This is an optimization exercise on Yosys and OpenROAD, whose aim is small area, a short achievable clock period and few clock cycles per item, not a production implementation.
Where RTL was checked, it was by simulation tests only, not by an equivalence proof against the original.
Power figures rest on the tool's default switching activity, not on a simulated workload.

run a:
==> flow/design.v <==
`default_nettype none
package msb_pkg;
   localparam int ACTION_WIDTH   = 2;
   localparam int STACK_ID_WIDTH = 2;
   localparam int VALUE_WIDTH    = 32;
   localparam int STATUS_WIDTH   = 2;
   localparam int STACK_SLOTS    = 2 ** STACK_ID_WIDTH;
   localparam int NUM_STACKS_DEFAULT = 4;
   localparam int CAPACITY_DEFAULT   = 16;
   localparam int DATA_WIDTH_DEFAULT = 32;
   typedef enum logic [ACTION_WIDTH-1:0] {
      ACT_PUSH = 2'd0,
      ACT_POP  = 2'd1,
      ACT_PEEK = 2'd2,
      ACT_NOP  = 2'd3
   } action_type;
   typedef enum logic [STATUS_WIDTH-1:0] {
      ST_OK    = 2'd0,
      ST_FULL  = 2'd1,
      ST_EMPTY = 2'd2
   } status_type;
   typedef enum logic {
      PH_IDLE = 1'b0,
      PH_EXEC = 1'b1
   } phase_type;
   typedef struct packed {
      action_type                       action;
      logic [STACK_ID_WIDTH-1:0]        stack_id;
      logic signed [VALUE_WIDTH-1:0]    value;
   } req_type;
   typedef struct packed {
      logic signed [VALUE_WIDTH-1:0]    data;
      status_type                       status;
   } rsp_type;
   typedef struct packed {
      logic start;
      logic out_free;
   } eng_ctrl_type;
   typedef struct packed {
      logic busy;
      logic done;
   } eng_stat_type;
endpackage
`default_nettype wire
`default_nettype none
module msb_ram #(
   parameter int WIDTH = 32,
   parameter int DEPTH = 16
) (
   input  wire logic                       clock,
   input  wire logic [DEPTH-1:0]           wr_en,
   input  wire logic [WIDTH-1:0]           wr_data,
   input  wire logic [DEPTH-1:0]           rd_sel,
   output      logic [WIDTH-1:0]           rd_data
);
   logic [WIDTH-1:0] mem [DEPTH];
   always_ff @(posedge clock) begin
      for (int i = 0; i < DEPTH; i++) begin
         if (wr_en[i]) begin
            mem[i] <= wr_data;
         end
      end
   end
   always_comb begin
      rd_data = '0;
      for (int i = 0; i < DEPTH; i++) begin
         rd_data = rd_data | (mem[i] & {WIDTH{rd_sel[i]}});
      end
   end
endmodule
`default_nettype wire
`default_nettype none
module msb_engine #(
   parameter int NUM_STACKS = msb_pkg::NUM_STACKS_DEFAULT,
   parameter int CAPACITY   = msb_pkg::CAPACITY_DEFAULT,
   parameter int DATA_WIDTH = msb_pkg::DATA_WIDTH_DEFAULT
) (
   input  wire logic                    clock,
   input  wire logic                    reset,
   input  wire logic                    req_valid,
   output      logic                    req_ready,
   input  wire msb_pkg::req_type        req,
   output      logic                    rsp_valid,
   input  wire logic                    rsp_ready,
   output      msb_pkg::rsp_type        rsp
);
   localparam int AW = $clog2(CAPACITY);
   localparam int NS = msb_pkg::STACK_SLOTS;
   logic [AW-1:0]       head_ff [NS];
   logic [NS-1:0]       ne_ff;           
   logic [AW-1:0]       link_ff [CAPACITY];
   logic [CAPACITY-1:0] used_ff;
   logic                rd_valid_ff;
   msb_pkg::status_type rd_status_ff;
   logic [CAPACITY-1:0] rd_sel_ff;       
   logic                main_valid_ff;
   msb_pkg::status_type main_status_ff;
   logic [DATA_WIDTH-1:0] main_data_ff;
   logic                rd_move;
   logic                room;
   logic                take;
   logic                rd_valid_in, main_valid_in;
   logic [CAPACITY-1:0] alloc_oh;
   logic [AW-1:0]       alloc_idx;
   logic                full;
   logic                accept;
   logic [NS-1:0]       sid_oh;
   logic [CAPACITY-1:0] head_oh [NS];
   logic [CAPACITY-1:0] is_self;
   logic [CAPACITY-1:0] top_sel;         
   logic [AW-1:0]       head_s;
   logic [AW-1:0]       below_s;
   logic                last_s;
   logic                ne_s;
   logic                is_push, is_pop, is_rd;
   logic                push_ok, pop_ok;
   msb_pkg::status_type status_new;
   logic [DATA_WIDTH-1:0] rd_data;
   always_comb begin
      alloc_oh  = '0;
      alloc_idx = '0;
      for (int i = CAPACITY - 1; i >= 0; i--) begin
         if (!used_ff[i]) begin
            alloc_oh    = '0;
            alloc_oh[i] = 1'b1;
            alloc_idx   = AW'(i);
         end
      end
      full = &used_ff;
   end
   always_comb begin
      for (int s = 0; s < NS; s++) begin
         for (int i = 0; i < CAPACITY; i++) begin
            head_oh[s][i] = ne_ff[s] && (head_ff[s] == AW'(i)) && (s < NUM_STACKS);
         end
      end
      for (int i = 0; i < CAPACITY; i++) begin
         is_self[i] = (link_ff[i] == AW'(i));
      end
   end
   assign room      = !rd_valid_ff || !main_valid_ff || rsp_ready;
   assign req_ready = room;
   assign accept    = req_valid && room;
   always_comb begin
      for (int s = 0; s < NS; s++) begin
         sid_oh[s] = (req.stack_id == msb_pkg::STACK_ID_WIDTH'(s));
      end
      top_sel = '0;
      for (int s = 0; s < NS; s++) begin
         top_sel = top_sel | (head_oh[s] & {CAPACITY{sid_oh[s]}});
      end
      ne_s    = ne_ff[req.stack_id] && (req.stack_id < msb_pkg::STACK_ID_WIDTH'(NUM_STACKS) || NUM_STACKS >= NS);
      head_s  = head_ff[req.stack_id];
      below_s = '0;
      for (int i = 0; i < CAPACITY; i++) begin
         below_s = below_s | (link_ff[i] & {AW{top_sel[i]}});
      end
      last_s  = |(top_sel & is_self);
   end
   assign is_push = (req.action == msb_pkg::ACT_PUSH);
   assign is_pop  = (req.action == msb_pkg::ACT_POP);
   assign is_rd   = (req.action == msb_pkg::ACT_POP) || (req.action == msb_pkg::ACT_PEEK);
   assign push_ok = is_push && !full && (req.stack_id < msb_pkg::STACK_ID_WIDTH'(NUM_STACKS) || NUM_STACKS >= NS);
   assign pop_ok  = is_pop && ne_s;
   always_comb begin
      if (is_push && !push_ok) begin
         status_new = msb_pkg::ST_FULL;
      end else if (is_rd && !ne_s) begin
         status_new = msb_pkg::ST_EMPTY;
      end else begin
         status_new = msb_pkg::ST_OK;
      end
   end
   always_ff @(posedge clock) begin
      if (reset) begin
         used_ff <= '0;
         ne_ff   <= '0;
      end else if (accept) begin
         if (push_ok) begin
            used_ff <= used_ff | alloc_oh;
            ne_ff[req.stack_id] <= 1'b1;
         end
         if (pop_ok) begin
            used_ff <= used_ff & ~top_sel;
            ne_ff[req.stack_id] <= !last_s;
         end
      end
   end
   always_ff @(posedge clock) begin
      if (accept) begin
         if (push_ok) begin
            head_ff[req.stack_id] <= alloc_idx;
         end
         if (pop_ok) begin
            head_ff[req.stack_id] <= below_s;
         end
      end
   end
   always_ff @(posedge clock) begin
      for (int i = 0; i < CAPACITY; i++) begin
         if (alloc_oh[i]) begin
            link_ff[i] <= ne_s ? head_s : AW'(i);
         end
      end
   end
   assign take    = main_valid_ff && rsp_ready;
   assign rd_move = rd_valid_ff && (!main_valid_ff || rsp_ready);
   always_comb begin
      rd_valid_in   = accept || (rd_valid_ff && !rd_move);
      main_valid_in = rd_move || (main_valid_ff && !take);
   end
   always_ff @(posedge clock) begin
      if (reset) begin
         rd_valid_ff   <= 1'b0;
         main_valid_ff <= 1'b0;
      end else begin
         rd_valid_ff   <= rd_valid_in;
         main_valid_ff <= main_valid_in;
      end
   end
   always_ff @(posedge clock) begin
      if (accept) begin
         rd_status_ff <= status_new;
         rd_sel_ff    <= top_sel & {CAPACITY{is_rd}};
      end
   end
   always_ff @(posedge clock) begin
      if (!main_valid_ff || rsp_ready) begin
         main_status_ff <= rd_status_ff;
         main_data_ff   <= rd_data;
      end
   end
   msb_ram #(
      .WIDTH (DATA_WIDTH),
      .DEPTH (CAPACITY)
   ) u_data_ram (
      .clock   (clock),
      .wr_en   (alloc_oh & {CAPACITY{room}}),
      .wr_data (req.value[DATA_WIDTH-1:0]),
      .rd_sel  (rd_sel_ff),
      .rd_data (rd_data)
   );
   assign rsp_valid  = main_valid_ff;
   assign rsp.status = main_status_ff;
   assign rsp.data   = msb_pkg::VALUE_WIDTH'(main_data_ff);
endmodule
`default_nettype wire
`default_nettype none
module multi_stack_shared_buffer_core #(
   parameter int NUM_STACKS = msb_pkg::NUM_STACKS_DEFAULT,
   parameter int CAPACITY   = msb_pkg::CAPACITY_DEFAULT,
   parameter int DATA_WIDTH = msb_pkg::DATA_WIDTH_DEFAULT
) (
   input  wire logic        clock,
   input  wire logic        reset,
   input  wire logic        req_tvalid,
   output      logic        req_tready,
   input  wire logic [31:0] req_tdata,    
   input  wire logic [3:0]  req_tuser,    
   output      logic        rsp_tvalid,
   input  wire logic        rsp_tready,
   output      logic [31:0] rsp_tdata,    
   output      logic [1:0]  rsp_tuser     
);
   msb_pkg::req_type req;
   msb_pkg::rsp_type rsp;
   assign req.action   = msb_pkg::action_type'(req_tuser[1:0]);
   assign req.stack_id = req_tuser[3:2];
   assign req.value    = req_tdata;
   msb_engine #(
      .NUM_STACKS (NUM_STACKS),
      .CAPACITY   (CAPACITY),
      .DATA_WIDTH (DATA_WIDTH)
   ) u_engine (
      .clock     (clock),
      .reset     (reset),
      .req_valid (req_tvalid),
      .req_ready (req_tready),
      .req       (req),
      .rsp_valid (rsp_tvalid),
      .rsp_ready (rsp_tready),
      .rsp       (rsp)
   );
   assign rsp_tdata = rsp.data;
   assign rsp_tuser = rsp.status;
endmodule
`default_nettype wire
clock: 4.0 ns
lec_check: 0
cap_margin: 20
core_margin: 2
core_utilization: 40
cts_buf_list: sky130_fd_sc_hd__clkbuf_16
cts_cluster_diameter: 70
cts_cluster_size: 24
setup_slack_margin: 2.3
slew_margin: 20
tns_end_percent: 0
run.sh (not shown) runs the stock make flow with config.mk's settings and CLKGATE_MAP_FILE= SYNTH_SCRIPT=/design/flow/synth_recipe.tcl, a recipe that flattens the netlist after the stock synthesis.
Testbench counts of run a, summed over its fixed seeds: cycles 8,016, items 8,000.
Inputs modified between run a and run b:
--- a/flow/design.v
+++ b/flow/design.v
@@ -101,11 +101,13 @@
    logic                take;
    logic                rd_valid_in, main_valid_in;
    logic [CAPACITY-1:0] alloc_oh;
    logic [AW-1:0]       alloc_idx;
    logic                full;
-   logic                accept;
+   logic                go;              
+   logic                op_valid_ff;
+   msb_pkg::req_type    op_ff;
    logic [NS-1:0]       sid_oh;
    logic [CAPACITY-1:0] head_oh [NS];
    logic [CAPACITY-1:0] is_self;
    logic [CAPACITY-1:0] top_sel;         
    logic [AW-1:0]       head_s;
@@ -137,32 +139,44 @@
       for (int i = 0; i < CAPACITY; i++) begin
          is_self[i] = (link_ff[i] == AW'(i));
       end
    end
    assign room      = !rd_valid_ff || !main_valid_ff || rsp_ready;
-   assign req_ready = room;
-   assign accept    = req_valid && room;
+   assign go        = op_valid_ff && room;
+   assign req_ready = !op_valid_ff || room;
+   always_ff @(posedge clock) begin
+      if (reset) begin
+         op_valid_ff <= 1'b0;
+      end else if (req_ready) begin
+         op_valid_ff <= req_valid;
+      end
+   end
+   always_ff @(posedge clock) begin
+      if (req_ready) begin
+         op_ff <= req;
+      end
+   end
    always_comb begin
       for (int s = 0; s < NS; s++) begin
-         sid_oh[s] = (req.stack_id == msb_pkg::STACK_ID_WIDTH'(s));
+         sid_oh[s] = (op_ff.stack_id == msb_pkg::STACK_ID_WIDTH'(s));
       end
       top_sel = '0;
       for (int s = 0; s < NS; s++) begin
          top_sel = top_sel | (head_oh[s] & {CAPACITY{sid_oh[s]}});
       end
-      ne_s    = ne_ff[req.stack_id] && (req.stack_id < msb_pkg::STACK_ID_WIDTH'(NUM_STACKS) || NUM_STACKS >= NS);
-      head_s  = head_ff[req.stack_id];
+      ne_s    = ne_ff[op_ff.stack_id] && (op_ff.stack_id < msb_pkg::STACK_ID_WIDTH'(NUM_STACKS) || NUM_STACKS >= NS);
+      head_s  = head_ff[op_ff.stack_id];
       below_s = '0;
       for (int i = 0; i < CAPACITY; i++) begin
          below_s = below_s | (link_ff[i] & {AW{top_sel[i]}});
       end
       last_s  = |(top_sel & is_self);
    end
-   assign is_push = (req.action == msb_pkg::ACT_PUSH);
-   assign is_pop  = (req.action == msb_pkg::ACT_POP);
-   assign is_rd   = (req.action == msb_pkg::ACT_POP) || (req.action == msb_pkg::ACT_PEEK);
-   assign push_ok = is_push && !full && (req.stack_id < msb_pkg::STACK_ID_WIDTH'(NUM_STACKS) || NUM_STACKS >= NS);
+   assign is_push = (op_ff.action == msb_pkg::ACT_PUSH);
+   assign is_pop  = (op_ff.action == msb_pkg::ACT_POP);
+   assign is_rd   = (op_ff.action == msb_pkg::ACT_POP) || (op_ff.action == msb_pkg::ACT_PEEK);
+   assign push_ok = is_push && !full && (op_ff.stack_id < msb_pkg::STACK_ID_WIDTH'(NUM_STACKS) || NUM_STACKS >= NS);
    assign pop_ok  = is_pop && ne_s;
    always_comb begin
       if (is_push && !push_ok) begin
          status_new = msb_pkg::ST_FULL;
       end else if (is_rd && !ne_s) begin
@@ -173,28 +187,28 @@
    end
    always_ff @(posedge clock) begin
       if (reset) begin
          used_ff <= '0;
          ne_ff   <= '0;
-      end else if (accept) begin
+      end else if (go) begin
          if (push_ok) begin
             used_ff <= used_ff | alloc_oh;
-            ne_ff[req.stack_id] <= 1'b1;
+            ne_ff[op_ff.stack_id] <= 1'b1;
          end
          if (pop_ok) begin
             used_ff <= used_ff & ~top_sel;
-            ne_ff[req.stack_id] <= !last_s;
-         end
-      end
-   end
-   always_ff @(posedge clock) begin
-      if (accept) begin
+            ne_ff[op_ff.stack_id] <= !last_s;
+         end
+      end
+   end
+   always_ff @(posedge clock) begin
+      if (go) begin
          if (push_ok) begin
-            head_ff[req.stack_id] <= alloc_idx;
+            head_ff[op_ff.stack_id] <= alloc_idx;
          end
          if (pop_ok) begin
-            head_ff[req.stack_id] <= below_s;
+            head_ff[op_ff.stack_id] <= below_s;
          end
       end
    end
    always_ff @(posedge clock) begin
       for (int i = 0; i < CAPACITY; i++) begin
@@ -204,11 +218,11 @@
       end
    end
    assign take    = main_valid_ff && rsp_ready;
    assign rd_move = rd_valid_ff && (!main_valid_ff || rsp_ready);
    always_comb begin
-      rd_valid_in   = accept || (rd_valid_ff && !rd_move);
+      rd_valid_in   = go || (rd_valid_ff && !rd_move);
       main_valid_in = rd_move || (main_valid_ff && !take);
    end
    always_ff @(posedge clock) begin
       if (reset) begin
          rd_valid_ff   <= 1'b0;
@@ -217,11 +231,11 @@
          rd_valid_ff   <= rd_valid_in;
          main_valid_ff <= main_valid_in;
       end
    end
    always_ff @(posedge clock) begin
-      if (accept) begin
+      if (go) begin
          rd_status_ff <= status_new;
          rd_sel_ff    <= top_sel & {CAPACITY{is_rd}};
       end
    end
    always_ff @(posedge clock) begin
@@ -234,11 +248,11 @@
       .WIDTH (DATA_WIDTH),
       .DEPTH (CAPACITY)
    ) u_data_ram (
       .clock   (clock),
       .wr_en   (alloc_oh & {CAPACITY{room}}),
-      .wr_data (req.value[DATA_WIDTH-1:0]),
+      .wr_data (op_ff.value[DATA_WIDTH-1:0]),
       .rd_sel  (rd_sel_ff),
       .rd_data (rd_data)
    );
    assign rsp_valid  = main_valid_ff;
    assign rsp.status = main_status_ff;
Results
Going from run a to run b, fraction of final layout cells sized beyond drive strength 1 rose 1.0 points; first-pass GRT wire length about even; total die area rose 3100 sq um; adder-cell share of the synthesized area about even; final period utilization rose 2.5 points. Run b finished all stages; the layout is clean. Relative to run a, the final area measured on run b has increased by a few percent. Going from run a to run b, proportion of power drawn by the clock network grows by 0.6 points. | global-route usage | run b vs run a | 1.7 points lower |. Largest fanout on the critical path ended up 1 lower on run b than on run a. Total clock buffers created by CTS is higher on run b. Area of the core, run a and run b, lower one = run a. Compared to run a, run b has met2 demand-to-capacity share in global routing 4.4 points lower. Per the comparison of run b with run a, layout overhead on the synthesized area saw an increase; wire length now smaller.
The RTL of run b was laid out without a check of its function.

what the ideal ports hide:
Ports are ideal in the flow. The routed layouts listed here were re-timed in OpenROAD. Step 1 assumes that a clkbuf_16 drives the clock port and a buf_2 every other input. Step 2 times the ports against the registers' clock, not the clock port: input delays grow and output delays shrink by t, the midpoint of the rising clock arrivals with the driver on. Three values: ideal ports, drivers, drivers and shift; two values: the first two.
run	t (ns)	setup slack, ns	worst register clock-pin slew, ns
run a	0.637	1.597 / 1.610 / 0.973	0.10 / 0.10
run b	0.657	1.495 / 1.495 / 1.102	0.10 / 0.10
After both steps every run listed still meets setup and hold. For run a, which loses most, drivers alone change the setup slack by +0.013 ns; drivers and shift together by -0.624 ns.
